This is an optimization exercise on Yosys and OpenROAD, whose aim is small area, a short achievable clock period and few clock cycles, not a production implementation.
At most, simulation tests tie the RTL to the original design; equivalence was not proved.
Function not checked in runs 3 to 6: the RTL went through the layout flow alone.

--- flow/design.v ---
module mdu_sequencer (
    input  logic        clk,
    input  logic        rst,
    input  logic        startE,
    input  logic        mulOrdivE,
    input  logic        mdIsSignE,
    input  logic [31:0] srcaE,
    input  logic [31:0] srcbE,
    input  logic        flushE,
    input  logic        advE,
    output logic        stallMdE,
    output logic        readyE,
    output logic [31:0] hiE,
    output logic [31:0] loE
);
    typedef enum logic [2:0] {
        S_IDLE = 3'd0,
        S_MUL  = 3'd1,
        S_NEGA = 3'd2,
        S_PSUB = 3'd3,
        S_PREP = 3'd4,
        S_DIV  = 3'd5,
        S_NEGR = 3'd6,
        S_DONE = 3'd7
    } state_t;
    state_t       st_q, st_d;
    logic [32:0]  h_q, h_d;       
    logic [31:0]  l_q, l_d;       
    logic [32:0]  y_q, y_d;       
    logic         pb_q, pb_d;     
    logic [4:0]   cnt_q, cnt_d;   
    logic [1:0]   mcls_q, mcls_d; 
    logic         sgn_q, sgn_d;
    logic         bneg_q, bneg_d;
    logic         rneg_q, rneg_d;
    logic         qneg_q, qneg_d;
    function automatic [1:0] lz4(input [3:0] x);
        lz4 = x[3] ? 2'd0 : x[2] ? 2'd1 : x[1] ? 2'd2 : 2'd3;
    endfunction
    function automatic [2:0] lz8(input [7:0] x);
        lz8 = (x[7:4] != 4'd0) ? {1'b0, lz4(x[7:4])} : {1'b1, lz4(x[3:0])};
    endfunction
    function automatic [3:0] lz16(input [15:0] x);
        lz16 = (x[15:8] != 8'd0) ? {1'b0, lz8(x[15:8])} : {1'b1, lz8(x[7:0])};
    endfunction
    function automatic [5:0] lz32(input [31:0] x);
        if (x == 32'd0)                lz32 = 6'd32;
        else if (x[31:16] != 16'd0)    lz32 = {2'b00, lz16(x[31:16])};
        else                           lz32 = {2'b01, lz16(x[15:0])};
    endfunction
    logic        a_neg, b_neg;
    logic [31:0] ua, ub;
    logic [1:0]  cls_a, cls_b, cls;
    logic        swap;
    logic [31:0] ysrc;
    always_comb begin
        a_neg = mdIsSignE & srcaE[31];
        b_neg = mdIsSignE & srcbE[31];
        ua    = a_neg ? ~srcaE : srcaE;
        ub    = b_neg ? ~srcbE : srcbE;
        cls_a = (ua[31:9] == '0) ? 2'd0 : (ua[31:17] == '0) ? 2'd1 : 2'd2;
        cls_b = (ub[31:9] == '0) ? 2'd0 : (ub[31:17] == '0) ? 2'd1 : 2'd2;
        swap  = mulOrdivE | (cls_a < cls_b);     
        cls   = swap ? cls_a : cls_b;
        ysrc  = swap ? srcbE : srcaE;
    end
    logic [5:0]  lza, lzb;
    logic [6:0]  dlen;
    logic [4:0]  dsh;
    logic        dneg, bzero;
    logic [32:0] ysh;
    always_comb begin
        lza   = lz32(h_q[31:0]);
        lzb   = lz32(bneg_q ? ~y_q[31:0] : y_q[31:0]);
        bzero = (y_q[31:0] == '0);
        dlen  = {1'b0, lzb} - {1'b0, lza};       
        dneg  = dlen[6];
        dsh   = dlen[5] ? 5'd31 : dlen[4:0];
        ysh   = y_q << dsh;
    end
    logic        bd1, bd0;
    logic        bsel1, bsel2;
    logic [34:0] mag;
    logic        inv_a, inv_b;
    logic [34:0] add_a, add_b;
    logic [34:0] sum;
    logic        fits;
    function automatic [34:0] add35(input [34:0] a, input [34:0] b, input c);
        logic [34:0] g, p;
        logic [35:0] cy;
        logic [8:0]  gg, gp;
        logic [9:0]  gc;
        integer i, j;
        begin
            g = a & b;
            p = a ^ b;
            for (i = 0; i < 9; i = i + 1) begin
                gg[i] = 1'b0;
                gp[i] = 1'b1;
                for (j = 0; j < 4; j = j + 1) begin
                    if (4 * i + j < 35) begin
                        gg[i] = g[4*i+j] | (p[4*i+j] & gg[i]);
                        gp[i] = gp[i] & p[4*i+j];
                    end
                end
            end
            gc[0] = c;
            for (i = 0; i < 9; i = i + 1) gc[i+1] = gg[i] | (gp[i] & gc[i]);
            for (i = 0; i < 35; i = i + 1) begin
                if (i % 4 == 0) cy[i] = gc[i/4];
                else            cy[i] = g[i-1] | (p[i-1] & cy[i-1]);
            end
            add35 = p ^ cy[34:0];
        end
    endfunction
    always_comb begin
        if (cnt_q == 5'd0 && mcls_q == 2'd2) begin
            bd1 = sgn_q & pb_q;
            bd0 = sgn_q & pb_q;
        end else begin
            bd1 = l_q[1];
            bd0 = l_q[0];
        end
        bsel1 = bd0 ^ pb_q;
        bsel2 = (bd1 & ~bd0 & ~pb_q) | (~bd1 & bd0 & pb_q);
        inv_a = 1'b0;
        case (st_q)
            S_MUL: begin
                mag   = bsel2 ? {y_q[32], y_q, 1'b0} : (bsel1 ? {{2{y_q[32]}}, y_q} : 35'd0);
                inv_b = bd1;
            end
            S_PSUB, S_DIV: begin
                mag   = {{2{y_q[32]}}, y_q};
                inv_b = ~bneg_q;
            end
            default: begin
                mag   = 35'd0;
                inv_b = 1'b0;
                inv_a = 1'b1;
            end
        endcase
        add_a = {{2{h_q[32]}}, h_q} ^ {35{inv_a}};
        add_b = mag ^ {35{inv_b}};
        sum   = add35(add_a, add_b, inv_a | inv_b);
        fits  = ~sum[34];
    end
    logic [66:0] pfull;
    logic [66:0] psh;
    state_t      fix_st;
    always_comb begin
        st_d    = st_q;
        h_d     = h_q;
        l_d     = l_q;
        y_d     = y_q;
        pb_d    = pb_q;
        cnt_d   = cnt_q;
        mcls_d  = mcls_q;
        sgn_d   = sgn_q;
        bneg_d  = bneg_q;
        rneg_d  = rneg_q;
        qneg_d  = qneg_q;
        stallMdE = 1'b0;
        fix_st = rneg_q ? S_NEGR : S_DONE;
        pfull = {sum, l_q};
        psh   = 'x;
        case (st_q)
            S_IDLE: begin
                stallMdE = startE & ~flushE;
                if (startE && !flushE) begin
                    sgn_d  = mdIsSignE;
                    bneg_d = b_neg;
                    rneg_d = a_neg & mulOrdivE;
                    qneg_d = (a_neg ^ b_neg) & mulOrdivE;
                    pb_d   = 1'b0;
                    h_d    = mulOrdivE ? {1'b0, srcaE} : 33'd0;
                    l_d    = swap ? srcaE : srcbE;
                    y_d    = {mdIsSignE & ysrc[31], ysrc};
                    mcls_d = cls;
                    cnt_d  = (cls == 2'd0) ? 5'd4 : (cls == 2'd1) ? 5'd8 : 5'd16;
                    st_d   = !mulOrdivE ? S_MUL :
                             a_neg ? S_NEGA :
                             (a_neg ^ b_neg) ? S_PSUB : S_PREP;
                end
            end
            S_MUL: begin
                stallMdE = 1'b1;
                if (cnt_q != 5'd0) begin
                    psh = {{2{pfull[66]}}, pfull[66:2]};
                    cnt_d = cnt_q - 5'd1;
                end else begin
                    case (mcls_q)
                        2'd0:    psh = {{24{pfull[66]}}, pfull[66:24]};
                        2'd1:    psh = {{16{pfull[66]}}, pfull[66:16]};
                        default: psh = pfull;
                    endcase
                    st_d = S_DONE;
                end
                h_d  = psh[64:32];
                l_d  = psh[31:0];
                pb_d = l_q[1];
                if (flushE) st_d = S_IDLE;
            end
            S_NEGA: begin
                stallMdE = 1'b1;
                h_d  = {1'b0, sum[31:0]};
                st_d = qneg_q ? S_PSUB : S_PREP;
                if (flushE) st_d = S_IDLE;
            end
            S_PSUB: begin
                stallMdE = 1'b1;
                if (fits) begin
                    h_d  = {1'b0, sum[31:0]};
                    st_d = S_PREP;
                end else begin
                    l_d  = 32'd0;
                    st_d = fix_st;
                end
                if (flushE) st_d = S_IDLE;
            end
            S_PREP: begin
                stallMdE = 1'b1;
                if (bzero) begin
                    l_d  = qneg_q ? 32'd1 : 32'hFFFF_FFFF;
                    st_d = fix_st;
                end else if (dneg) begin
                    l_d  = {32{qneg_q}};
                    st_d = fix_st;
                end else begin
                    l_d   = {32{qneg_q}};
                    y_d   = ysh;
                    cnt_d = dsh;
                    st_d  = S_DIV;
                end
                if (flushE) st_d = S_IDLE;
            end
            S_DIV: begin
                stallMdE = 1'b1;
                if (fits) h_d = {1'b0, sum[31:0]};
                l_d   = {l_q[30:0], fits ^ qneg_q};
                y_d   = {y_q[32], y_q[32:1]};
                cnt_d = cnt_q - 5'd1;
                if (cnt_q == 5'd0) st_d = fix_st;
                if (flushE) st_d = S_IDLE;
            end
            S_NEGR: begin
                stallMdE = 1'b1;
                h_d  = {1'b0, sum[31:0]};
                st_d = S_DONE;
                if (flushE) st_d = S_IDLE;
            end
            S_DONE: begin
                if (flushE || advE) st_d = S_IDLE;
            end
            default: st_d = S_IDLE;
        endcase
    end
    always_ff @(posedge clk or posedge rst) begin
        if (rst) st_q <= S_IDLE;
        else     st_q <= st_d;
    end
    always_ff @(posedge clk) begin
        h_q    <= h_d;
        l_q    <= l_d;
        y_q    <= y_d;
        pb_q   <= pb_d;
        cnt_q  <= cnt_d;
        mcls_q <= mcls_d;
        sgn_q  <= sgn_d;
        bneg_q <= bneg_d;
        rneg_q <= rneg_d;
        qneg_q <= qneg_d;
    end
    assign readyE = (st_q == S_DONE);
    assign hiE    = h_q[31:0];
    assign loE    = l_q;
endmodule
--- flow/config.mk ---
export PLATFORM = sky130hd
export DESIGN_NAME = mdu_sequencer
export DESIGN_NICKNAME = mdu_sequencer
export VERILOG_FILES = /design/flow/design.v
export SDC_FILE = /design/flow/constraint.sdc
export NUM_CORES = 4
export LEC_CHECK = 0
export ABC_AREA = 1
export CAP_MARGIN = 20
export CORE_MARGIN = 2
export CORE_UTILIZATION = 40
export SETUP_SLACK_MARGIN = 5
export SLEW_MARGIN = 20
--- flow/run.sh ---
#!/bin/bash
# synth_recipe.tcl (not shown) runs the flow's synth.tcl, then flattens the netlist and writes it again
# the make line also repeats each setting of config.mk as NAME=value (left out here)
make -C /OpenROAD-flow-scripts/flow DESIGN_CONFIG=/design/flow/config.mk WORK_HOME=/design/flow/orfs CLKGATE_MAP_FILE= SYNTH_SCRIPT=/design/flow/synth_recipe.tcl finish
--- flow/constraint.sdc ---
create_clock -name core_clock -period 11.0 [get_ports {clk}]
set_input_delay 2.2000 -clock core_clock [delete_from_list [all_inputs] [get_ports {clk}]]
set_output_delay 2.2000 -clock core_clock [all_outputs]
set_load 0.01 [all_outputs]
==> summary.txt, run 1 <==
Floorplan
  – CORE AREA: 34500 um2
  – Die width: 191 um
  – Initial Utilization: 40.6%
  – I/O pin count: 137
  – Rows: 68
  – Die height: 191 um
  – Die area: 36600 um2

Placed design
  – Port bufs: 136
  – HPWL reported at the end of detailed placement: 48.2 mm
  – Placed cell areas: 15400 um2
  – RePlAce Congestion: 1.01

Logic synthesis
  – Synthesized area per cell: 7.02 um2
  – Post-synthesis register bit count: 113
  – Most frequently used flop master after synthesis: edfxtp_1
  – Seq/Total Area, Yosys: 24.1%
  – Synth unique cells: 56
  – Mapped Nets: 2140
  – Asr flop ratio synth: 2.65%
  – Yosys warns: 1
  – Mapped Cells: 1997
  – Synthesized area: 14000 um2
  – EDFF count, synth: 110

Layout
  – Fin util: 49.4%
  – Post-route cell area: 17100 um2
  – Most common cell after layout, fill and taps aside: nand2_1
  – Antenna Diode Count: 0
  – Commonest cells after routing, fill and taps aside: nand2_1, inv_1, nand3_1
  – Final net count: 2223
  – Area Overhead vs Synth: 21.8%
  – Layout cells sized above 1: 14.7%

STA
  – Worst-Margin Slew: 1050 ps
  – RSZ-0062 raised after global routing: yes
  – Final setup fails: 0
  – Clock Skew: 18.8 ps
  – Max_slew headroom: 30.0%
  – Slew Viols, Final: 0
  – FMAX: 168 MHz
  – Post-layout min period: 5950 ps
  – Fin Setup TNS: 0 ps
  – Final hold vios: 0
  – Post-route clock period utilization: 54.1%

Global route
  – Wire length of the first global-routing pass: 91.5 mm
  – Vias in the first global route: 14100
  – Initial antenna violation count: 1
  – Largest net degree at the start of global routing: 90
  – Grt ovf: 0
  – GRT Util Overall: 34.1%

Setup path
  – CP Capture Type: primary output
  – CP Launch Type: primary input
  – WP buf/inv: 5
  – Reg2Reg Depth: 38
  – Worst EP required: 8800 ps
  – WP data arrival: 3750 ps
  – Crit-path max FO: 6
  – Slowest cell on crit path: clkdlybuf4s50_1
  – Critical Path Stages: 7
  – WS Path Type: in2out
  – CP most frequent cell: inv_1
  – Worst-path cell chain: dlygate4sd2_1 > inv_2 > a21oi_4 > inv_1 > nand2_1 > inv_1 > clkdlybuf4s50_1
  – CP peak stage delay: 490 ps
  – CP top delay family: buffers and inverters

CTS
  – Num CTS Buffers: 17
  – Clock transition at the registers of the reported paths: 50 ps
  – Later-pin clock latency in the skew report: 450 ps
  – Clock buffer depth: 2
  – Hold buffers post-CTS: 0
  – CTS tree: yes
  – CTS sink count: 113
  – H-tree Lvls: 4
  – CTS root buf: clkbuf_16

Outcome
  – Status: finished clean

Routing
  – Detailed Route WL: 63.9 mm
  – Via count: 15900
  – Via density: 6.23
  – Post-route antenna net violation count: 0
  – DRT Pass-1 Iters: 7
  – # DRC: 0
  – Wire length per cell: 25.1 um
  – Starting DRT DRC Count: 2154

Flow run
  – Max cap viols: 0

Hold path
  – Hold path cells: 1
  – Worst Hold Class: reg2reg
-- layer usage --
metal,global-route usage [%],share of wire [%]
met1,47.5,40
met2,50.5,43
met3,7.86,12
met4,14.2,4.7
met5,0,0.019
-- cell type report --
class / instances / area, um2
clock buffer: 19 / 433
clock inverter: 13 / 209
fill: 3480 / 17500
inverter: 290 / 1140
multi-input combinational: 1454 / 9390
sequential: 113 / 3380
tap: 455 / 569
timing repair buffer: 201 / 1920
timing repair inverter: 3 / 25.0
-- sequential cells by signal, summed over array words and instances (netlist names) --
signal / cells
rneg_q: 1
mcls_q: 2
bneg_q: 1
pb_q: 1
cnt_q: 5
y_q: 33
l_q: 32
h_q: 33
st_q: 3
sgn_q: 1
qneg_q: 1
-- metrics by stage --
| stage | hold WS, ps | std cells | setup slack [ps] |
|---|---|---|---|
| floorplan | 572 | 1997 | 4970 |
| finish | 622 | 2548 | 5050 |
| CTS | 628 | 2527 | 4990 |
| detailed placement | 597 | 2460 | 3770 |
| global route | 650 | 2548 | 4860 |
| global placement | 587 | 2460 | 3960 |
-- final timing paths --
path / endpoint / slack (ps) / startpoint
max in group asynchronous: st_q[1] / 8910 / rst
setup / recovery: stallMdE / 5050 / flushE
hold / removal: cnt_q[0] / 620 / cnt_q[0]
min in group asynchronous: st_q[0] / 1930 / rst
setup reg to reg: h_q[6] / 5120 / cnt_q[0]
hold reg to reg: cnt_q[0] / 620 / cnt_q[0]
-- cells by family after synthesis --
group,share of synthesized area (%)
flops,24.1
buf+inv,13.0
mux,0.143
compound gates,23.6
simple gates,24.4
xor+xnor,6.90
fa+ha+maj,7.87
-- repair_timing --
item                                    CTS  global route
buffers inserted                         29            19
cloned                                    6             2
endpoints found under the setup margin  117           133
resized for setup                        45           108
pin swaps                                10            41
-- cell usage after synthesis, drive strengths merged, types with 3 or more instances --
library cell,n,share of area [%]
a221oi,10,0.62
dfrtp,3,0.54
o211ai,112,6.0
o2111ai,4,0.25
nor3,15,0.57
a221o,6,0.43
nand3,143,5.2
edfxtp,110,24
o21a,4,0.21
fa,27,3.9
nand4,40,1.8
nor2,143,4.2
inv,285,7.6
o221ai,60,3.7
buf,79,3.5
o21ai,160,6.2
a211oi,6,0.32
a22oi,5,0.27
a21oi,78,2.8
o22ai,43,2.0
clkinv,5,0.13
a31oi,4,0.18
clkbuf,65,1.7
ha,45,4.0
nand2,405,11
nor4,25,1.2
or2,7,0.31
xnor2,12,0.75
xor2,83,6.2
Testbench counts, summed over its fixed seeds: cycles 82,306.
==> run 2, diff against run 1 <==
--- a/flow/config.mk
+++ b/flow/config.mk
@@ -11,3 +11,2 @@
 export CORE_UTILIZATION = 40
-export SETUP_SLACK_MARGIN = 5
 export SLEW_MARGIN = 20
==> run 2 against run 1 <==
Effect of this change: clock skew decreased by 3.0 ps; cell count down 2.1%; utilization is 3.2 points lower; routed wire length down 2.0%; sequential share of layout area increased by 1.3 points.
==> summary.txt, run 2 <==
Flow run
  – Max cap viols: 0

Logic synthesis
  – Top-count cell post-synth: nand2_1
  – Synth Area in Simple Gates: 24.4%
  – Mapped Nets: 2140
  – Post-synthesis register bit count: 113
  – Yosys warns: 1
  – Multiplexer share of the synthesized area: 0.143%
  – Largest area contributor in the netlist: edfxtp_1
  – Post-synthesis xor/xnor area fraction: 6.90%
  – Synth top area share: 23.6%
  – Top cells by instance count after synthesis: nand2_1, inv_1, nand3_1, nor2_1, o211ai_1
  – Seq/Total Area, Yosys: 24.1%
  – Asr flop ratio synth: 2.65%
  – Main combinational cell family by area after synthesis: simple AND/OR/NAND/NOR gates
  – Most frequently used flop master after synthesis: edfxtp_1
  – Adder-Cell Fraction of Synth Area: 7.87%
  – Dominant cells by area after synthesis: edfxtp_1, nand2_1, inv_1
  – Synthesized area: 14000 um2
  – Compound-Gate Fraction of Synth Area: 23.6%
  – EDFF count, synth: 110
  – Mapped Cells: 1997
  – Synthesized area per cell: 7.02 um2
  – Synth unique cells: 56

Global route
  – GRT Util Overall: 33.7%
  – Largest net degree at the start of global routing: 92
  – Vias in the first global route: 14000
  – Grt ovf: 0
  – Initial antenna violation count: 1
  – Wire length of the first global-routing pass: 90.7 mm

Floorplan
  – Die width: 191 um
  – Die area: 36600 um2
  – Rows: 68
  – CORE AREA: 34500 um2
  – Die height: 191 um
  – I/O pin count: 137
  – Initial Utilization: 40.6%

STA
  – FMAX: 134 MHz
  – RSZ-0062 raised after global routing: no
  – Final hold vios: 0
  – Hold WS: 621 ps
  – Slew Viols, Final: 0
  – Clock Skew: 15.7 ps
  – Fin Setup TNS: 0 ps
  – Worst-Margin Slew: 1030 ps
  – Max_slew headroom: 31.1%
  – Final setup fails: 0
  – Post-layout min period: 7460 ps
  – Post-route clock period utilization: 67.8%

Setup path
  – Slowest cell on crit path: nor2_4
  – Reg2reg start: cnt_q[0]
  – Reg2Reg Depth: 42
  – Worst Setup EP: h_q[7]
  – CP peak stage delay: 480 ps
  – Crit-path max FO: 33
  – Worst EP required: 11170 ps
  – CP most frequent cell: nand2_1
  – R2r endpoint: h_q[7]
  – WS Path Type: reg2reg
  – WP data arrival: 7630 ps
  – CP Capture Type: register
  – Worst R2R Setup Slack: 3540 ps
  – Crit. Startpoint: cnt_q[0]
  – CP Launch Type: register

CTS
  – Num CTS Buffers: 17
  – Post-CTS setup buffer count: 0
  – CTS sink count: 113
  – Hold buffers post-CTS: 0
  – Later-pin clock latency in the skew report: 450 ps
  – Clock transition at the registers of the reported paths: 60 ps
  – CTS root buf: clkbuf_16
  – Clock buffer depth: 2
  – H-tree Lvls: 4
  – CTS tree: yes
  – Resize count post-CTS: 0

Layout
  – Layout cells sized above 1: 7.46%
  – Most common cell after layout, fill and taps aside: nand2_1
  – Area Overhead vs Synth: 14.0%
  – Non-filler cells, final: 2494
  – Final net count: 2168
  – Largest registers: h_q x33, y_q x33, l_q x32
  – Commonest cells after routing, fill and taps aside: nand2_1, inv_1, nand3_1

Routing
  – Post-route antenna net violation count: 0
  – Wire length per cell: 25.1 um
  – Via density: 6.16
  – Starting DRT DRC Count: 2542
  – DRT Pass-1 Iters: 6
  – Via count: 15400
  – # DRC: 0
  – Detailed Route WL: 62.6 mm

Placed design
  – Port bufs: 136
  – HPWL reported at the end of detailed placement: 48.4 mm
  – Placed cells: 2461
  – RePlAce Congestion: 1.03

Outcome
  – Status: finished clean

Hold path
  – Worst Hold Class: reg2reg
-- run 2: cell counts after synthesis --
Identical to the previous run, type by type.
-- run 2: routing by layer --
layer  global-route usage, %  routed length, um
met5                       0                 18
met4                    13.0               2580
met3                    7.05               7140
met2                    50.1              26700
met1                    47.7              26200
-- run 2: worst max-delay path, delay by kind of cell, from the launching register on --
family	cells	cell delay, ps
fa+ha+maj	5	1830
simple gates	22	2860
buf+inv	6	740
flops	1	390
xor+xnor	2	480
compound gates	7	880
-- run 2: area by class of cell --
class / instances / area, um2
clock buffers: 18 / 429
fillers: 3597 / 18600
diodes: 1 / 2.50
inverters: 290 / 1090
well taps: 455 / 569
flip-flops and latches: 113 / 3380
clock inverters: 14 / 154
multi-input cells: 1450 / 8870
repair buffers: 153 / 1490
-- run 2: worst min-delay path by stage --
stage | start | slack [ps] | cells after the start | to
floorplan | cnt_q[0] | 570 | 1 | cnt_q[0]
global placement | cnt_q[0] | 590 | 1 | cnt_q[0]
detailed placement | cnt_q[0] | 600 | 1 | cnt_q[0]
CTS | cnt_q[0] | 610 | 1 | cnt_q[0]
global route | cnt_q[0] | 630 | 1 | cnt_q[0]
finish | cnt_q[0] | 620 | 1 | cnt_q[0]
-- run 2: cells by family (layout without fill, tap and decap cells) --
logic type                 count (synthesis)  count (layout)
adders and majority gates                 72              72
AOI/OAI and AO/OA                        500             500
DFF                                      113             113
muxes                                      2               2
and+or+nand+nor                          781             781
xor gates and xnor gates                  95              95
buffers and inverters                    434             475
other                                      0               1
-- run 2: stage by stage --
step	utilization [%]	setup slack, ps	instance area (um2)
6_report	46.3	3540	16000
3_3_place_gp	44.5	3780	15400
5_1_grt	46.2	2690	16000
3_5_place_dp	44.6	3720	15400
4_1_cts	46.2	3660	16000
2_1_floorplan	-	3480	14000
==> run 3, diff against run 2 <==
--- a/flow/design.v
+++ b/flow/design.v
@@ -29,3 +29,8 @@
     logic [32:0]  y_q, y_d;       
-    logic         pb_q, pb_d;     
+    logic         bs1_q, bs1_d;   
+    logic         bs2_q, bs2_d;   
+    logic         bn_q, bn_d;     
+    logic         last_q, last_d; 
+    logic         busy_q, idle_q, done_q;
+    logic         m_mul_q, m_sub_q;    
     logic [4:0]   cnt_q, cnt_d;   
@@ -80,4 +85,3 @@
     end
-    logic        bd1, bd0;
-    logic        bsel1, bsel2;
+    logic        nb1, nb0, npb;
     logic [34:0] mag;
@@ -90,5 +94,5 @@
         logic [35:0] cy;
-        logic [8:0]  gg, gp;
+        logic [8:0]  gg, gp, pg, pp, tg, tp;
         logic [9:0]  gc;
-        integer i, j;
+        integer i, j, k;
         begin
@@ -106,4 +110,15 @@
             end
+            gg[0] = gg[0] | (gp[0] & c);
+            gp[0] = 1'b0;
+            pg = gg; pp = gp;
+            for (k = 1; k < 9; k = k * 2) begin
+                tg = pg; tp = pp;
+                for (i = k; i < 9; i = i + 1) begin
+                    tg[i] = pg[i] | (pp[i] & pg[i-k]);
+                    tp[i] = pp[i] & pp[i-k];
+                end
+                pg = tg; pp = tp;
+            end
             gc[0] = c;
-            for (i = 0; i < 9; i = i + 1) gc[i+1] = gg[i] | (gp[i] & gc[i]);
+            for (i = 0; i < 9; i = i + 1) gc[i+1] = pg[i];
             for (i = 0; i < 35; i = i + 1) begin
@@ -116,18 +131,17 @@
     always_comb begin
-        if (cnt_q == 5'd0 && mcls_q == 2'd2) begin
-            bd1 = sgn_q & pb_q;
-            bd0 = sgn_q & pb_q;
+        if (cnt_q == 5'd1 && mcls_q == 2'd2) begin
+            nb1 = sgn_q & l_q[1];
+            nb0 = sgn_q & l_q[1];
         end else begin
-            bd1 = l_q[1];
-            bd0 = l_q[0];
+            nb1 = l_q[3];
+            nb0 = l_q[2];
         end
-        bsel1 = bd0 ^ pb_q;
-        bsel2 = (bd1 & ~bd0 & ~pb_q) | (~bd1 & bd0 & pb_q);
+        npb = l_q[1];
         inv_a = 1'b0;
-        case (st_q)
-            S_MUL: begin
-                mag   = bsel2 ? {y_q[32], y_q, 1'b0} : (bsel1 ? {{2{y_q[32]}}, y_q} : 35'd0);
-                inv_b = bd1;
-            end
-            S_PSUB, S_DIV: begin
+        case ({m_mul_q, m_sub_q})
+            2'b10: begin
+                mag   = bs2_q ? {y_q[32], y_q, 1'b0} : (bs1_q ? {{2{y_q[32]}}, y_q} : 35'd0);
+                inv_b = bn_q;
+            end
+            2'b01: begin
                 mag   = {{2{y_q[32]}}, y_q};
@@ -154,3 +168,6 @@
         y_d     = y_q;
-        pb_d    = pb_q;
+        bs1_d   = bs1_q;
+        bs2_d   = bs2_q;
+        bn_d    = bn_q;
+        last_d  = last_q;
         cnt_d   = cnt_q;
@@ -161,3 +178,2 @@
         qneg_d  = qneg_q;
-        stallMdE = 1'b0;
         fix_st = rneg_q ? S_NEGR : S_DONE;
@@ -167,3 +183,2 @@
             S_IDLE: begin
-                stallMdE = startE & ~flushE;
                 if (startE && !flushE) begin
@@ -173,3 +188,6 @@
                     qneg_d = (a_neg ^ b_neg) & mulOrdivE;
-                    pb_d   = 1'b0;
+                    bs1_d  = (swap ? srcaE[0] : srcbE[0]);
+                    bs2_d  = (swap ? srcaE[1] & ~srcaE[0] : srcbE[1] & ~srcbE[0]);
+                    bn_d   = (swap ? srcaE[1] : srcbE[1]);
+                    last_d = 1'b0;
                     h_d    = mulOrdivE ? {1'b0, srcaE} : 33'd0;
@@ -185,4 +203,7 @@
             S_MUL: begin
-                stallMdE = 1'b1;
-                if (cnt_q != 5'd0) begin
+                bs1_d  = nb0 ^ npb;
+                bs2_d  = (nb1 & ~nb0 & ~npb) | (~nb1 & nb0 & npb);
+                bn_d   = nb1;
+                last_d = (cnt_q == 5'd1);
+                if (!last_q) begin
                     psh = {{2{pfull[66]}}, pfull[66:2]};
@@ -199,3 +220,2 @@
                 l_d  = psh[31:0];
-                pb_d = l_q[1];
                 if (flushE) st_d = S_IDLE;
@@ -203,3 +223,2 @@
             S_NEGA: begin
-                stallMdE = 1'b1;
                 h_d  = {1'b0, sum[31:0]};
@@ -209,3 +228,3 @@
             S_PSUB: begin
-                stallMdE = 1'b1;
+                l_d = 32'd0;
                 if (fits) begin
@@ -214,3 +233,2 @@
                 end else begin
-                    l_d  = 32'd0;
                     st_d = fix_st;
@@ -220,3 +238,2 @@
             S_PREP: begin
-                stallMdE = 1'b1;
                 if (bzero) begin
@@ -236,3 +253,2 @@
             S_DIV: begin
-                stallMdE = 1'b1;
                 if (fits) h_d = {1'b0, sum[31:0]};
@@ -245,3 +261,2 @@
             S_NEGR: begin
-                stallMdE = 1'b1;
                 h_d  = {1'b0, sum[31:0]};
@@ -257,4 +272,17 @@
     always_ff @(posedge clk or posedge rst) begin
-        if (rst) st_q <= S_IDLE;
-        else     st_q <= st_d;
+        if (rst) begin
+            st_q   <= S_IDLE;
+            idle_q <= 1'b1;
+            busy_q <= 1'b0;
+            done_q <= 1'b0;
+            m_mul_q <= 1'b0;
+            m_sub_q <= 1'b0;
+        end else begin
+            m_mul_q <= (st_d == S_MUL);
+            m_sub_q <= (st_d == S_PSUB) || (st_d == S_DIV);
+            st_q   <= st_d;
+            idle_q <= (st_d == S_IDLE);
+            busy_q <= (st_d != S_IDLE) && (st_d != S_DONE);
+            done_q <= (st_d == S_DONE);
+        end
     end
@@ -264,3 +292,6 @@
         y_q    <= y_d;
-        pb_q   <= pb_d;
+        bs1_q  <= bs1_d;
+        bs2_q  <= bs2_d;
+        bn_q   <= bn_d;
+        last_q <= last_d;
         cnt_q  <= cnt_d;
@@ -272,3 +303,4 @@
     end
-    assign readyE = (st_q == S_DONE);
+    assign stallMdE = busy_q | (idle_q & startE & ~flushE);
+    assign readyE   = done_q;
     assign hiE    = h_q[31:0];
--- a/flow/config.mk
+++ b/flow/config.mk
@@ -11,2 +11,3 @@
 export CORE_UTILIZATION = 40
+export SETUP_SLACK_MARGIN = 5
 export SLEW_MARGIN = 20
==> run 3 against run 2 <==
Effect of this change: count of clock-buffer cells in the layout rose by 2; first-iteration DRC count fell by 0.51%; flip-flop and latch count rose by 8; register-to-register slack improved by 1800 ps; worst hold slack improved by 9.9 ps; die area rose by 1.4%; non-clock buffer count rose by 6; clock skew rose by 1.9 ps; routed wire length fell by 1.7%; critical path type is now in2out; highest routed layer is now met4.
==> summary.txt, run 3 <==
CTS
  – CTS tree: yes
  – Hold buffers post-CTS: 0
  – Clock transition at the registers of the reported paths: 60 ps
  – Num CTS Buffers: 17
  – H-tree Lvls: 4
  – CTS sink count: 121
  – Clock buffer depth: 2
  – Later-pin clock latency in the skew report: 460 ps
  – CTS root buf: clkbuf_16

Logic synthesis
  – Post-synthesis register bit count: 121
  – Yosys warns: 1
  – Synthesized area per cell: 6.78 um2
  – Top cells by instance count after synthesis: nand2_1, inv_1, nand3_1, nor2_1, o21ai_0
  – Synth unique cells: 54
  – Mapped Cells: 2096
  – Most frequently used flop master after synthesis: edfxtp_1
  – Top-count cell post-synth: nand2_1
  – Dominant cells by area after synthesis: edfxtp_1, nand2_1, nand3_1
  – Mapped Nets: 2241
  – Asr flop ratio synth: 6.61%
  – EDFF count, synth: 113
  – Seq/Total Area, Yosys: 25.3%
  – Synthesized area: 14200 um2
  – Synth top area share: 23.9%
  – Largest area contributor in the netlist: edfxtp_1

Routing
  – DRT Pass-1 Iters: 8
  – Detailed Route WL: 61.6 mm
  – Via count: 16200
  – Post-route antenna net violation count: 0
  – Wire length per cell: 23.6 um
  – Via density: 6.20
  – Starting DRT DRC Count: 2529
  – # DRC: 0

Placed design
  – RePlAce Congestion: 0.995
  – Port bufs: 136
  – HPWL reported at the end of detailed placement: 47.3 mm
  – Pre-CTS setup slack: 4110 ps

STA
  – Worst-Margin Slew: 1130 ps
  – Post-route clock period utilization: 52.7%
  – Slew Viols, Final: 0
  – RSZ-0062 raised after global routing: no
  – Fin Setup TNS: 0 ps
  – Max_slew headroom: 24.4%
  – Post-layout min period: 5800 ps
  – Clock Skew: 17.7 ps
  – Final hold vios: 0
  – FMAX: 172 MHz
  – Hold WS: 631 ps
  – Final setup fails: 0
  – Slack of the critical path: 5200 ps

Global route
  – GRT Util Overall: 33.0%
  – Wire length of the first global-routing pass: 89.9 mm
  – Largest net degree at the start of global routing: 107
  – Vias in the first global route: 14500
  – Grt ovf: 0
  – Initial antenna violation count: 0

Setup path
  – Crit-path max FO: 5
  – WP data arrival: 3600 ps
  – CP Launch Type: primary input
  – Reg2Reg Depth: 24
  – WS Path Type: in2out
  – Worst EP required: 8800 ps
  – CP Capture Type: primary output

Outcome
  – Status: finished clean

Hold path
  – Worst Hold Class: reg2reg
  – Hold path cells: 2

Flow run
  – Max cap viols: 0

Layout
  – Final net count: 2277
  – Area Overhead vs Synth: 15.1%
  – Layout cells sized above 1: 5.13%
  – Largest registers: h_q x33, y_q x33, l_q x32
  – Commonest cells after routing, fill and taps aside: nand2_1, nand3_1, inv_1
  – Most common cell after layout, fill and taps aside: nand2_1

Floorplan
  – Initial Utilization: 40.3%
  – Rows: 69
  – Die width: 193 um
  – Die area: 37100 um2
  – I/O pin count: 137
  – CORE AREA: 35300 um2
  – Die height: 193 um
==> run 3: cell count changes in the layout (fill, tap and decap cells not counted), moves of 16 or more <==
cell      before  now
xor2_1        65   28
a221oi_1      10   35
nand3_1      141  269
inv_2         33    9
nor4_1        23    5
o21ai_2       21    2
xor2_2        18    2
o211ai_1     112   43
nor2_1       135  154
a21oi_1       77  106
xnor2_1       12   36
nand2_1      397  432
o21ai_1       42   11
==> run 3: cell type report <==
class,instances,area (um2)
fillers,3600,18900
clock inverters,12,149
repair inverters,3,22.5
well taps,461,577
flip-flops and latches,121,3590
clock buffers,20,437
repair buffers,159,1610
diodes,1,2.50
inverters,281,1060
multi-input cells,1549,8910
==> run 3: repair_timing <==
action | in CTS | in global routing
cloned | 0 | 3
gates resized for setup | 4 | 28
setup buffers | 1 | 8
setup endpoints to repair | 83 | 99
pin swaps | 1 | 2
==> run 3: final timing paths <==
check / from / to / slack (ps)
setup / recovery: flushE / stallMdE / 5200
hold / removal: l_q[28] / l_q[29] / 630
setup reg to reg: bneg_q / y_q[23] / 5350
hold reg to reg: l_q[28] / l_q[29] / 630
max in group asynchronous: rst / idle_q / 8600
min in group asynchronous: rst / m_mul_q / 2060
==> run 3: metrics by stage <==
step	util, %	area (um2)	instances
3_3_place_gp	43.9	15500	2559
6_report	46.4	16400	2607
5_1_grt	46.4	16400	2606
4_1_cts	45.6	16100	2592
3_5_place_dp	43.9	15500	2559
2_1_floorplan	-	14200	2096
==> run 3: per-layer routing <==
metal  share of wire, %  GRT usage [%]  vias to the layer above
met5                  0              0                        -
met2                 42           48.1                     1205
met3                 13           8.02                      180
met1                 41           45.9                     7457
li1                   -              -                     7311
met4                4.9           14.7                        0
==> run 3: cell families after synthesis <==
family,count (synthesis),share of synthesized area [%]
buffers and inverters,426,12.9
adders and majority gates,74,7.94
AOI/OAI and AO/OA,448,20.3
DFF,121,25.3
xor gates and xnor gates,66,4.06
and+or+nand+nor,961,29.5
==> run 3: worst max-delay path: stages <==
cell and delay (ps):
clkdlybuf4s50_1 560, inv_1 140, a31o_2 220, clkdlybuf4s50_1 480
==> run 4, diff against run 3 <==
--- a/flow/config.mk
+++ b/flow/config.mk
@@ -10,3 +10,4 @@
 export CORE_MARGIN = 2
-export CORE_UTILIZATION = 40
+export CORE_UTILIZATION = 65
+export CTS_BUF_LIST = sky130_fd_sc_hd__clkbuf_4 sky130_fd_sc_hd__clkbuf_8
 export SETUP_SLACK_MARGIN = 5
==> run 4 against run 3 <==
Effect of this change: still clean; clock skew about the same; global-route usage increased by 14 points; final area decreased by 3.0%; via count increased by 4.7%; maximum frequency decreased by 0.37%; die area decreased by 38%; critical path type unchanged; critical endpoint unchanged.
==> summary.txt, run 4 <==
Floorplan
  – Die width: 152 um
  – CORE AREA: 21600 um2
  – Rows: 54
  – Initial Utilization: 65.8%
  – Die area: 23100 um2
  – Die height: 152 um
  – I/O pin count: 137

STA
  – Fin Setup TNS: 0 ps
  – FMAX: 172 MHz
  – RSZ-0062 raised after global routing: yes
  – Final setup fails: 0
  – Post-route clock period utilization: 52.9%
  – Slack of the critical path: 5180 ps
  – Hold WS: 649 ps
  – Max_slew headroom: 22.8%
  – Post-layout min period: 5820 ps
  – Clock Skew: 17.9 ps
  – Slew Viols, Final: 0
  – Worst-Margin Slew: 1160 ps
  – Final hold vios: 0

Global route
  – Initial antenna violation count: 1
  – Largest net degree at the start of global routing: 107
  – GRT Util Overall: 46.9%
  – Vias in the first global route: 14700
  – Grt ovf: 0
  – Wire length of the first global-routing pass: 84.2 mm

Layout
  – Largest registers: h_q x33, y_q x33, l_q x32
  – Most common cell after layout, fill and taps aside: nand2_1
  – Non-filler cells, final: 2420
  – Antenna Diode Count: 0
  – Area Overhead vs Synth: 11.6%
  – Final net count: 2272
  – Commonest cells after routing, fill and taps aside: nand2_1, nand3_1, inv_1
  – Layout cells sized above 1: 5.51%

Setup path
  – CP top delay family: buffers and inverters
  – Reg2reg start: m_mul_q
  – Worst-path cell chain: clkdlybuf4s50_1 > inv_1 > a31o_2 > clkdlybuf4s50_1
  – WS Path Type: in2out
  – Reg2Reg Depth: 28
  – Crit. Startpoint: flushE
  – CP Launch Type: primary input
  – WP data arrival: 3620 ps
  – CP Capture Type: primary output
  – Worst R2R Setup Slack: 5200 ps
  – Crit-path max FO: 5
  – Critical Path Stages: 4
  – CP most frequent cell: clkdlybuf4s50_1
  – Worst EP required: 8800 ps
  – R2r endpoint: h_q[3]
  – WP buf/inv: 3
  – CP peak stage delay: 580 ps
  – Slowest cell on crit path: clkdlybuf4s50_1
  – Worst Setup EP: stallMdE

Logic synthesis
  – Yosys warns: 1
  – Post-synthesis register bit count: 121
  – Synthesized area: 14200 um2
  – Dominant cells by area after synthesis: edfxtp_1, nand2_1, nand3_1
  – EDFF count, synth: 113
  – Top-count cell post-synth: nand2_1
  – Seq/Total Area, Yosys: 25.3%
  – Top cells by instance count after synthesis: nand2_1, inv_1, nand3_1, nor2_1, o21ai_0
  – Asr flop ratio synth: 6.61%
  – Mapped Nets: 2241
  – Synth top area share: 23.9%
  – Mapped Cells: 2096
  – Largest area contributor in the netlist: edfxtp_1
  – Synth unique cells: 54
  – Most frequently used flop master after synthesis: edfxtp_1
  – Synthesized area per cell: 6.78 um2

CTS
  – CTS tree: yes
  – Clock transition at the registers of the reported paths: 90 ps
  – Later-pin clock latency in the skew report: 450 ps
  – Num CTS Buffers: 17
  – CTS sink count: 121
  – H-tree Lvls: 4
  – Clock buffer depth: 2
  – CTS root buf: clkbuf_8
  – Hold buffers post-CTS: 0

Routing
  – Via count: 16900
  – Post-route antenna net violation count: 0
  – Wire length per cell: 23.8 um
  – Via density: 6.99
  – Detailed Route WL: 57.7 mm
  – DRT Pass-1 Iters: 11
  – Starting DRT DRC Count: 3447
  – # DRC: 0

Placed design
  – Pre-CTS setup slack: 4480 ps
  – HPWL reported at the end of detailed placement: 43.7 mm
  – Placed cells: 2379
  – RePlAce Congestion: 1.13
  – Port bufs: 136

Hold path
  – Worst Hold Class: reg2reg

Flow run
  – Max cap viols: 0

Outcome
  – Status: finished clean
## run 4: cell counts after synthesis
No cell type changed its count.
## run 4: worst min-delay path by stage
stage                    end     start  slack [ps]  cells after the start
CTS                 cnt_q[0]  cnt_q[0]         650                      1
detailed placement   l_q[14]   l_q[13]         630                      2
floorplan             y_q[7]    y_q[8]         560                      2
global route        cnt_q[0]  cnt_q[0]         670                      1
finish               l_q[14]   l_q[13]         650                      2
global placement     l_q[14]   l_q[13]         620                      2
## run 4: cell families (layout without fill, tap and decap cells)
group / count (synthesis) / count (layout) / share of synthesized area, %
fa+ha+maj: 74 / 74 / 7.94
simple gates: 961 / 961 / 29.5
buf+inv: 426 / 470 / 12.9
compound gates: 448 / 448 / 20.3
xor+xnor: 66 / 66 / 4.06
flops: 121 / 121 / 25.3
## run 4: worst reg2reg max path: cells and delay by family, from the launching register on
family	cells	cell delay [ps]
fa+ha+maj	5	2100
buf+inv	6	800
compound gates	5	780
simple gates	11	1190
flops	1	380
xor+xnor	1	270
## run 4: per-layer routing
metal | track usage, % | routed length (um)
met5 | 0 | 13
met4 | 22.7 | 3970
met3 | 14.9 | 10600
met2 | 67.8 | 23200
met1 | 63.8 | 19900
## run 4: repair_timing
item | 4_1_cts | 5_1_grt
gates resized for setup | 10 | 28
setup endpoints to repair | 35 | 83
cloned | 1 | 2
pin swaps | 0 | 1
buffers inserted | 1 | 5
## run 4: cell type report
cell class              count  area, um2
flip-flops and latches    121       3590
repair inverters            2       15.0
multi-input cells        1549       8920
repair buffers            155       1550
clock buffers              17        234
fillers                  1762       5740
clock inverters            15        149
well taps                 280        350
inverters                 281       1060
## run 4: through the flow
| stage | cell area [um2] | utilization (%) |
|---|---|---|
| 5_1_grt | 15900 | 73.4 |
| 4_1_cts | 15700 | 72.6 |
| 6_report | 15900 | 73.4 |
| 3_3_place_gp | 15300 | 70.6 |
| 3_5_place_dp | 15300 | 70.6 |
| 2_1_floorplan | 14200 | - |
==> run 5, diff against run 4 <==
==> flow/flow/run.sh (new file) <==
#!/bin/bash
# The standard layout, with the port buffers made from the smallest buffer cell.
set -euo pipefail
ARGS='BUFFER_PORTS_ARGS=-buffer_cell sky130_fd_sc_hd__buf_1'
sed "s/\"\\\${@:-finish}\"/'$ARGS' \"\${@:-finish}\"/" standard.sh > standard_ports.sh
grep -q "buffer_cell" standard_ports.sh
bash standard_ports.sh > flow_standard.log 2>&1
==> flow/standard.sh (new file) <==
#!/bin/bash
# synth_recipe.tcl (not shown) runs the flow's synth.tcl, then flattens the netlist and writes it again
# the make line also repeats each setting of config.mk as NAME=value (left out here)
make -C /OpenROAD-flow-scripts/flow DESIGN_CONFIG=/design/flow/config.mk WORK_HOME=/design/flow/orfs CLKGATE_MAP_FILE= SYNTH_SCRIPT=/design/flow/synth_recipe.tcl "${@:-finish}"
removed: flow/run.sh
==> run 5 against run 4 <==
Effect of this change: synthesized area stayed put; routed wire length is 0.32% higher; clock skew fell by 4.0 ps; still clean; cell count hardly changed; register-to-register slack lost 140 ps; critical path depth rose by 24.
==> summary.txt, run 5 <==
STA
  – Final hold vios: 0
  – Max_slew headroom: 24.9%
  – Slew Viols, Final: 0
  – Post-route clock period utilization: 54.0%
  – Worst-Margin Slew: 1120 ps
  – RSZ-0062 raised after global routing: yes
  – Post-layout min period: 5940 ps
  – Final setup fails: 0
  – Fin Setup TNS: 0 ps
  – Clock Skew: 14.0 ps
  – FMAX: 168 MHz

Routing
  – Wl on met1: 20.3 mm
  – Detailed Route WL: 57.8 mm
  – # DRC: 0
  – Met2 Wirelength: 22.9 mm
  – Wire length per cell: 23.9 um
  – Post-route antenna net violation count: 0
  – Via count: 16700
  – DR top layer: met5
  – Via density: 6.92
  – Routed met3 length: 10.5 mm
  – DRT Pass-1 Iters: 9
  – Starting DRT DRC Count: 3185

Global route
  – Largest net degree at the start of global routing: 107
  – Wire length of the first global-routing pass: 85.8 mm
  – GRT Util Overall: 48.1%
  – Initial antenna violation count: 5
  – Grt ovf: 0
  – Vias in the first global route: 14800

Hold path
  – Worst Hold Class: reg2reg
  – Hold path cells: 2
  – Hold path start: l_q[12]
  – Hold path endpoint: l_q[13]

CTS
  – Clock buffer depth: 2
  – CTS root buf: clkbuf_8
  – CTS tree: yes
  – Clock transition at the registers of the reported paths: 80 ps
  – CTS sink count: 121
  – Hold buffers post-CTS: 0
  – Later-pin clock latency in the skew report: 470 ps
  – Num CTS Buffers: 17
  – H-tree Lvls: 4

Logic synthesis
  – Asr flop ratio synth: 6.61%
  – Synth unique cells: 54
  – EDFF count, synth: 113
  – Yosys warns: 1
  – Mapped Nets: 2241
  – Synthesized area: 14200 um2
  – Mapped Cells: 2096
  – Top-count cell post-synth: nand2_1
  – Dominant cells by area after synthesis: edfxtp_1, nand2_1, nand3_1
  – Largest area contributor in the netlist: edfxtp_1
  – Synthesized area per cell: 6.78 um2
  – Top cells by instance count after synthesis: nand2_1, inv_1, nand3_1, nor2_1, o21ai_0
  – Post-synthesis register bit count: 121
  – Seq/Total Area, Yosys: 25.3%
  – Synth top area share: 23.9%
  – Most frequently used flop master after synthesis: edfxtp_1

Floorplan
  – Initial Utilization: 65.8%
  – CORE AREA: 21600 um2
  – I/O pin count: 137
  – Die height: 152 um
  – Die width: 152 um
  – Die area: 23100 um2
  – Rows: 54

Placed design
  – Placed cells: 2377
  – RePlAce Congestion: 1.12
  – HPWL reported at the end of detailed placement: 44.0 mm
  – Port bufs: 136

Setup path
  – Worst R2R Setup Slack: 5060 ps
  – Crit-path max FO: 18
  – CP Launch Type: register
  – Reg2reg start: m_mul_q
  – WP data arrival: 6100 ps
  – CP most frequent cell: inv_1
  – CP peak stage delay: 430 ps
  – R2r endpoint: h_q[15]
  – CP Capture Type: register
  – Reg2Reg Depth: 28
  – WS Path Type: reg2reg
  – Slowest cell on crit path: fa_1
  – Worst EP required: 11160 ps

Flow run
  – Max cap viols: 0

Layout
  – Non-filler cells, final: 2421
  – Commonest cells after routing, fill and taps aside: nand2_1, nand3_1, inv_1
  – Final net count: 2270
  – Area Overhead vs Synth: 6.15%
  – Most common cell after layout, fill and taps aside: nand2_1
  – Layout cells sized above 1: 5.66%
  – Largest registers: h_q x33, y_q x33, l_q x32

Outcome
  – Status: finished clean
[run 5: changes by cell type in the layout (fill, tap and decap cells not counted), moves of 3 or more]
cell,delta
o21ai_2,-3
inv_6,-7
o21ai_4,+3
clkinvlp_4,+3
clkdlybuf4s50_1,-136
buf_1,+136
diode_2,+3
[run 5: cells by family (layout without fill, tap and decap cells)]
| logic type | count (synthesis) | count (layout) | synth area share (%) |
|---|---|---|---|
| and+or+nand+nor | 961 | 961 | 29.5 |
| AOI/OAI and AO/OA | 448 | 448 | 20.3 |
| buffers and inverters | 426 | 468 | 12.9 |
| DFF | 121 | 121 | 25.3 |
| adders and majority gates | 74 | 74 | 7.94 |
| xor gates and xnor gates | 66 | 66 | 4.06 |
| other | 0 | 3 | 0 |
[run 5: per-stage QoR]
stage,area [um2],hold slack [ps],util [%],worst slack [ps]
global route,15100,656,69.8,4960
detailed placement,14400,618,66.6,4470
CTS,14900,629,68.7,5030
global placement,14400,603,66.6,4760
finish,15100,634,69.8,5060
floorplan,14200,561,-,5430
[run 5: what timing repair did]
item | CTS | global route
cloned | 2 | 2
resized for setup | 13 | 35
hold endpoints to repair | 0 | 0
pin swaps | 0 | 2
setup endpoints to repair | 35 | 83
buffers inserted | 1 | 4
[run 5: how the worst max path moves through the flow]
| stage | start | end | slack [ps] | depth (start not counted) |
|---|---|---|---|---|
| after global placement | m_mul_q | h_q[27] | 4760 | 25 |
| after global routing | m_mul_q | h_q[3] | 4960 | 28 |
| after detailed placement | m_mul_q | h_q[26] | 4470 | 25 |
| after CTS | m_sub_q | h_q[3] | 5030 | 28 |
| final | m_mul_q | h_q[15] | 5060 | 28 |
| after floorplan | m_mul_q | h_q[0] | 5430 | 22 |
[run 5: final cells by class]
class	count	area, um2
Inverter	281	1060
Timing Repair inverter	3	22.5
Clock inverter	12	150
Timing Repair Buffer	152	673
Sequential cell	121	3590
Fill cell	1919	6530
Tap cell	280	350
Clock buffer	20	263
Antenna cell	3	7.51
Multi-Input combinational cell	1549	8970
[run 5: critical path, delay by kind of cell, from the launching register on]
family / cells / cell delay, ps
flops: 1 / 370
simple gates: 6 / 850
buf+inv: 10 / 1430
compound gates: 8 / 1360
fa+ha+maj: 4 / 1610
[run 5: routing by layer]
metal	global-route usage (%)	up-vias
met5	0	-
met4	27.0	2
met3	16.4	359
met2	67.6	1598
met1	64.8	7493
li1	-	7290
==> run 6, diff against run 5 <==
--- a/flow/design.v
+++ b/flow/design.v
@@ -18,7 +18,7 @@
         S_MUL  = 3'd1,
-        S_NEGA = 3'd2,
+        S_FR2  = 3'd2,
         S_PSUB = 3'd3,
-        S_PREP = 3'd4,
+        S_FREE = 3'd4,
         S_DIV  = 3'd5,
-        S_NEGR = 3'd6,
+        S_FR6  = 3'd6,
         S_DONE = 3'd7
@@ -35,2 +35,5 @@
     logic         m_mul_q, m_sub_q;    
+    logic         first_q, first_d;    
+    logic         dneg_q, dneg_d;      
+    logic         bzero_q, bzero_d;    
     logic [4:0]   cnt_q, cnt_d;   
@@ -39,3 +42,4 @@
     logic         bneg_q, bneg_d;
-    logic         rneg_q, rneg_d;
+    logic         aneg_q, aneg_d;       
+    logic         dsub_q, dsub_d;       
     logic         qneg_q, qneg_d;
@@ -75,7 +79,8 @@
     logic        dneg, bzero;
+    logic [4:0]  ysa;
     logic [32:0] ysh;
     always_comb begin
-        lza   = lz32(h_q[31:0]);
-        lzb   = lz32(bneg_q ? ~y_q[31:0] : y_q[31:0]);
-        bzero = (y_q[31:0] == '0);
+        lza   = lz32(ua) - {5'd0, a_neg};
+        lzb   = lz32(ub);
+        bzero = (srcbE == '0);
         dlen  = {1'b0, lzb} - {1'b0, lza};       
@@ -83,3 +88,4 @@
         dsh   = dlen[5] ? 5'd31 : dlen[4:0];
-        ysh   = y_q << dsh;
+        ysa   = first_q ? cnt_q : 5'd0;
+        ysh   = y_q << ysa;
     end
@@ -87,3 +93,3 @@
     logic [34:0] mag;
-    logic        inv_a, inv_b;
+    logic        inv_b;
     logic [34:0] add_a, add_b;
@@ -139,3 +145,2 @@
         npb = l_q[1];
-        inv_a = 1'b0;
         case ({m_mul_q, m_sub_q})
@@ -145,16 +150,11 @@
             end
-            2'b01: begin
-                mag   = {{2{y_q[32]}}, y_q};
-                inv_b = ~bneg_q;
-            end
             default: begin
-                mag   = 35'd0;
-                inv_b = 1'b0;
-                inv_a = 1'b1;
+                mag   = {{2{ysh[32]}}, ysh};
+                inv_b = dsub_q;
             end
         endcase
-        add_a = {{2{h_q[32]}}, h_q} ^ {35{inv_a}};
+        add_a = {{2{h_q[32]}}, h_q};
         add_b = mag ^ {35{inv_b}};
-        sum   = add35(add_a, add_b, inv_a | inv_b);
-        fits  = ~sum[34];
+        sum   = add35(add_a, add_b, inv_b);
+        fits  = aneg_q ? (sum[34] | (sum == 35'd0)) : ~sum[34];
     end
@@ -176,5 +176,9 @@
         bneg_d  = bneg_q;
-        rneg_d  = rneg_q;
+        aneg_d  = aneg_q;
+        dsub_d  = dsub_q;
         qneg_d  = qneg_q;
-        fix_st = rneg_q ? S_NEGR : S_DONE;
+        first_d = 1'b0;
+        dneg_d  = dneg_q;
+        bzero_d = bzero_q;
+        fix_st = S_DONE;
         pfull = {sum, l_q};
@@ -186,3 +190,4 @@
                     bneg_d = b_neg;
-                    rneg_d = a_neg & mulOrdivE;
+                    aneg_d = a_neg;
+                    dsub_d = ~(a_neg ^ b_neg);
                     qneg_d = (a_neg ^ b_neg) & mulOrdivE;
@@ -192,10 +197,21 @@
                     last_d = 1'b0;
-                    h_d    = mulOrdivE ? {1'b0, srcaE} : 33'd0;
-                    l_d    = swap ? srcaE : srcbE;
+                    dneg_d  = dneg;
+                    bzero_d = bzero;
+                    h_d    = mulOrdivE ? {a_neg, srcaE} : 33'd0;
                     y_d    = {mdIsSignE & ysrc[31], ysrc};
                     mcls_d = cls;
-                    cnt_d  = (cls == 2'd0) ? 5'd4 : (cls == 2'd1) ? 5'd8 : 5'd16;
-                    st_d   = !mulOrdivE ? S_MUL :
-                             a_neg ? S_NEGA :
-                             (a_neg ^ b_neg) ? S_PSUB : S_PREP;
+                    if (!mulOrdivE) begin
+                        l_d   = swap ? srcaE : srcbE;
+                        cnt_d = (cls == 2'd0) ? 5'd4 : (cls == 2'd1) ? 5'd8 : 5'd16;
+                        st_d  = S_MUL;
+                    end else begin
+                        l_d   = {32{bzero & ~(a_neg ^ b_neg)}};
+                        cnt_d = dsh;
+                        if (a_neg ^ b_neg)        st_d = S_PSUB;
+                        else if (bzero || dneg)   st_d = S_DONE;
+                        else begin
+                            st_d    = S_DIV;
+                            first_d = 1'b1;
+                        end
+                    end
                 end
@@ -222,12 +238,11 @@
             end
-            S_NEGA: begin
-                h_d  = {1'b0, sum[31:0]};
-                st_d = qneg_q ? S_PSUB : S_PREP;
-                if (flushE) st_d = S_IDLE;
-            end
             S_PSUB: begin
-                l_d = 32'd0;
+                l_d = {{31{fits & ~bzero_q}}, fits};
                 if (fits) begin
-                    h_d  = {1'b0, sum[31:0]};
-                    st_d = S_PREP;
+                    h_d  = sum[32:0];
+                    if (bzero_q) st_d = fix_st;
+                    else begin
+                        st_d    = S_DIV;
+                        first_d = 1'b1;
+                    end
                 end else begin
@@ -237,21 +252,6 @@
             end
-            S_PREP: begin
-                if (bzero) begin
-                    l_d  = qneg_q ? 32'd1 : 32'hFFFF_FFFF;
-                    st_d = fix_st;
-                end else if (dneg) begin
-                    l_d  = {32{qneg_q}};
-                    st_d = fix_st;
-                end else begin
-                    l_d   = {32{qneg_q}};
-                    y_d   = ysh;
-                    cnt_d = dsh;
-                    st_d  = S_DIV;
-                end
-                if (flushE) st_d = S_IDLE;
-            end
             S_DIV: begin
-                if (fits) h_d = {1'b0, sum[31:0]};
+                if (fits) h_d = sum[32:0];
                 l_d   = {l_q[30:0], fits ^ qneg_q};
-                y_d   = {y_q[32], y_q[32:1]};
+                y_d   = {ysh[32], ysh[32:1]};
                 cnt_d = cnt_q - 5'd1;
@@ -260,7 +260,2 @@
             end
-            S_NEGR: begin
-                h_d  = {1'b0, sum[31:0]};
-                st_d = S_DONE;
-                if (flushE) st_d = S_IDLE;
-            end
             S_DONE: begin
@@ -300,4 +295,8 @@
         bneg_q <= bneg_d;
-        rneg_q <= rneg_d;
+        aneg_q <= aneg_d;
+        dsub_q <= dsub_d;
         qneg_q <= qneg_d;
+        first_q <= first_d;
+        dneg_q <= dneg_d;
+        bzero_q <= bzero_d;
     end
==> flow/run.sh (new file) <==
#!/bin/bash
# synth_recipe.tcl (not shown) runs the flow's synth.tcl, then flattens the netlist and writes it again
# the make line also repeats each setting of config.mk as NAME=value (left out here)
make -C /OpenROAD-flow-scripts/flow DESIGN_CONFIG=/design/flow/config.mk WORK_HOME=/design/flow/orfs CLKGATE_MAP_FILE= SYNTH_SCRIPT=/design/flow/synth_recipe.tcl finish
--- a/flow/config.mk
+++ b/flow/config.mk
@@ -10,4 +10,3 @@
 export CORE_MARGIN = 2
-export CORE_UTILIZATION = 65
-export CTS_BUF_LIST = sky130_fd_sc_hd__clkbuf_4 sky130_fd_sc_hd__clkbuf_8
+export CORE_UTILIZATION = 40
 export SETUP_SLACK_MARGIN = 5
removed: flow/flow/run.sh
removed: flow/standard.sh
==> run 6 against run 5 <==
Effect of this change: still clean on timing, DRC and antenna; flip-flop and latch count rose by 2; maximum frequency fell by 3.1%; synthesized cell count is 0.24% higher; worst hold slack gained 120 ps; cell count rose by 10%; sequential share of layout area is 3.3 points lower; largest cell class unchanged.
==> summary.txt, run 6 <==
Outcome
  – Status: finished clean

Layout
  – Layout cells sized above 1: 16.9%
  – Post-route cell area: 17800 um2
  – Antenna Diode Count: 0
  – Fin util: 51.3%
  – Most common cell after layout, fill and taps aside: nand2_1
  – Commonest cells after routing, fill and taps aside: nand2_1, inv_1, o21ai_0
  – FILL cells: 3582
  – Area Overhead vs Synth: 25.6%
  – Final net count: 2335
  – Non-filler cells, final: 2662
  – Largest registers: h_q x33, y_q x33, l_q x32

Global route
  – Wire length of the first global-routing pass: 96.1 mm
  – Largest net degree at the start of global routing: 91
  – Grt ovf: 0
  – Initial antenna violation count: 0
  – GRT Util Overall: 35.5%
  – Vias in the first global route: 14800

STA
  – Hold WS: 752 ps
  – Final setup fails: 0
  – Slew Viols, Final: 0
  – Worst-Margin Slew: 1170 ps
  – Post-route clock period utilization: 55.7%
  – Max_slew headroom: 21.7%
  – Post-layout min period: 6130 ps
  – RSZ-0062 raised after global routing: yes
  – Fin Setup TNS: 0 ps
  – Slack of the critical path: 4870 ps
  – FMAX: 163 MHz
  – Final hold vios: 0
  – Clock Skew: 18.1 ps

Hold path
  – Worst Hold Class: reg2reg

Floorplan
  – Die height: 192 um
  – Initial Utilization: 40.9%
  – Die area: 37000 um2
  – Rows: 68
  – I/O pin count: 137
  – CORE AREA: 34700 um2
  – Die width: 192 um

CTS
  – CTS tree: yes
  – CTS sink count: 123
  – CTS root buf: clkbuf_16
  – Num CTS Buffers: 17
  – Clock transition at the registers of the reported paths: 70 ps
  – Clock buffer depth: 2
  – Later-pin clock latency in the skew report: 440 ps
  – H-tree Lvls: 4

Logic synthesis
  – Most frequently used flop master after synthesis: edfxtp_1
  – Synth top area share: 24.1%
  – Synthesized area per cell: 6.75 um2
  – Asr flop ratio synth: 6.50%
  – Seq/Total Area, Yosys: 25.7%
  – EDFF count, synth: 114
  – Top cells by instance count after synthesis: nand2_1, o21ai_0, inv_1, nor2_1, a21oi_1
  – Dominant cells by area after synthesis: edfxtp_1, nand2_1, o21ai_0
  – Synthesized area: 14200 um2
  – Mapped Cells: 2101
  – Synth unique cells: 55
  – Post-synthesis register bit count: 123
  – Yosys warns: 1
  – Mapped Nets: 2242
  – Top-count cell post-synth: nand2_1
  – Largest area contributor in the netlist: edfxtp_1

Routing
  – Via density: 6.22
  – Wire length per cell: 25.1 um
  – Detailed Route WL: 66.8 mm
  – # DRC: 0
  – Post-route antenna net violation count: 0
  – Starting DRT DRC Count: 2450
  – DRT Pass-1 Iters: 5
  – Via count: 16600

Setup path
  – CP Launch Type: register
  – WP buf/inv: 10
  – Crit-path max FO: 7
  – CP Capture Type: register
  – CP peak stage delay: 580 ps
  – CP top delay family: simple AND/OR/NAND/NOR gates
  – WS Path Type: reg2reg
  – Worst EP required: 11280 ps
  – CP most frequent cell: nand2_2
  – WP data arrival: 6410 ps
  – Slowest cell on crit path: fa_2

Placed design
  – HPWL reported at the end of detailed placement: 49.3 mm
  – RePlAce Congestion: 0.997
  – Placed cell areas: 15400 um2
  – Pre-CTS setup slack: 2940 ps
  – Port bufs: 136
  – Placed cells: 2549

Flow run
  – Max cap viols: 0
-- run 6: cell types whose count changed in the layout (fill, tap and decap cells not counted), sizes merged, moves of 16 or more --
cell           before  now
a21oi             107  128
a221oi             35    6
buf               151   84
clkdlybuf4s50       0  103
dlymetal6s2s        0   16
nand2             444  489
nand3             272   80
nand4              32   14
nor3               27   11
o211ai             43   63
o21ai             123  285
o22ai              35   58
xnor2              36    1
xor2               30   50
-- run 6: per-layer routing --
metal / vias to the layer above / routed length [um] / track usage (%)
met5: - / 0 / 0
met4: 0 / 3610 / 17.3
met3: 181 / 6940 / 6.60
met2: 1093 / 28900 / 52.7
met1: 7889 / 27400 / 49.4
li1: 7406 / - / -
-- run 6: what timing repair did --
item                       4_1_cts  5_1_grt
gates resized for setup        193      184
cloned                          13        1
setup endpoints to repair      146       97
buffers inserted                37       29
pin swaps                       33       44
hold buffers                     0        0
hold endpoints to repair         0        0
-- run 6: final timing paths --
kind	from	endpoint	slack, ps	cells after the start
max	cnt_q[1]	first_q	4870	37
min	l_q[15]	l_q[16]	750	4
max reg2reg	cnt_q[1]	first_q	4870	37
min reg2reg	l_q[15]	l_q[16]	750	4
max in group asynchronous	rst	idle_q	8730	2
min in group asynchronous	rst	done_q	2000	2
-- run 6: logic make-up after synthesis --
kind of cell             share of synthesized area [%]
AO/OA/AOI/OAI                                     27.5
XOR/XNOR                                          3.15
adder cells (fa/ha/maj)                           7.60
buffers and inverters                             13.1
flip-flops                                        25.7
multiplexers                                     0.291
AND/OR/NAND/NOR                                   22.6
-- run 6: area by class of cell --
class	instances	area (um2)	share of cell area (%)
Inverter	266	1040	5.84
Clock inverter	14	120	0.674
Tap cell	455	569	3.19
Multi-Input combinational cell	1561	9750	54.7
Sequential cell	123	3650	20.5
Timing Repair Buffer	221	2240	12.6
Clock buffer	18	429	2.41
Timing Repair inverter	4	25.0	0.140
-- run 6: worst min-delay path, cell delays in order (launching register included) --
cell	delay, ps
edfxtp_1	380
nand2_1	60
nand2_1	60
nor2_1	40
a21oi_1	100

==> port drivers added, routing unchanged <==
The flow's constraints put no driver on any port. The routed layouts listed below were extracted and timed again, unchanged, in two steps. Step 1 assumes that a clkbuf_16 drives the clock port and a buf_2 every other input. Step 2 moves the port delays by t, midway between the first and last clock arrival at a register: inputs arrive t later, outputs are due t later. That takes back most of the time a late clock gives input paths. Three values: ideal, step 1, step 2; two values: the first two.
run	shift t [ns]	slack for setup (ns)	hold slack, ns	worst setup path at the end	cell pins on the clock port's net
run 1	0.486	5.045 / 5.027 / 4.826	0.622 / 0.622 / 0.622	input to register	1
run 2	0.485	3.540 / 3.540 / 3.540	0.621 / 0.621 / 0.621	register to register	1
run 3	0.499	5.201 / 5.178 / 4.810	0.631 / 0.631 / 0.631	input to register	1
run 4	0.485	5.180 / 5.147 / 4.796	0.649 / 0.649 / 0.649	input to register	1
run 5	0.506	5.063 / 5.063 / 5.063	0.634 / 0.634 / 0.634	register to register	1
run 6	0.484	4.872 / 4.872 / 4.692	0.752 / 0.752 / 0.752	input to register	1
After both steps every run listed still meets setup and hold. The setup slack of run 3, which loses most, moves by -0.023 ns with the drivers and by -0.391 ns with both steps.
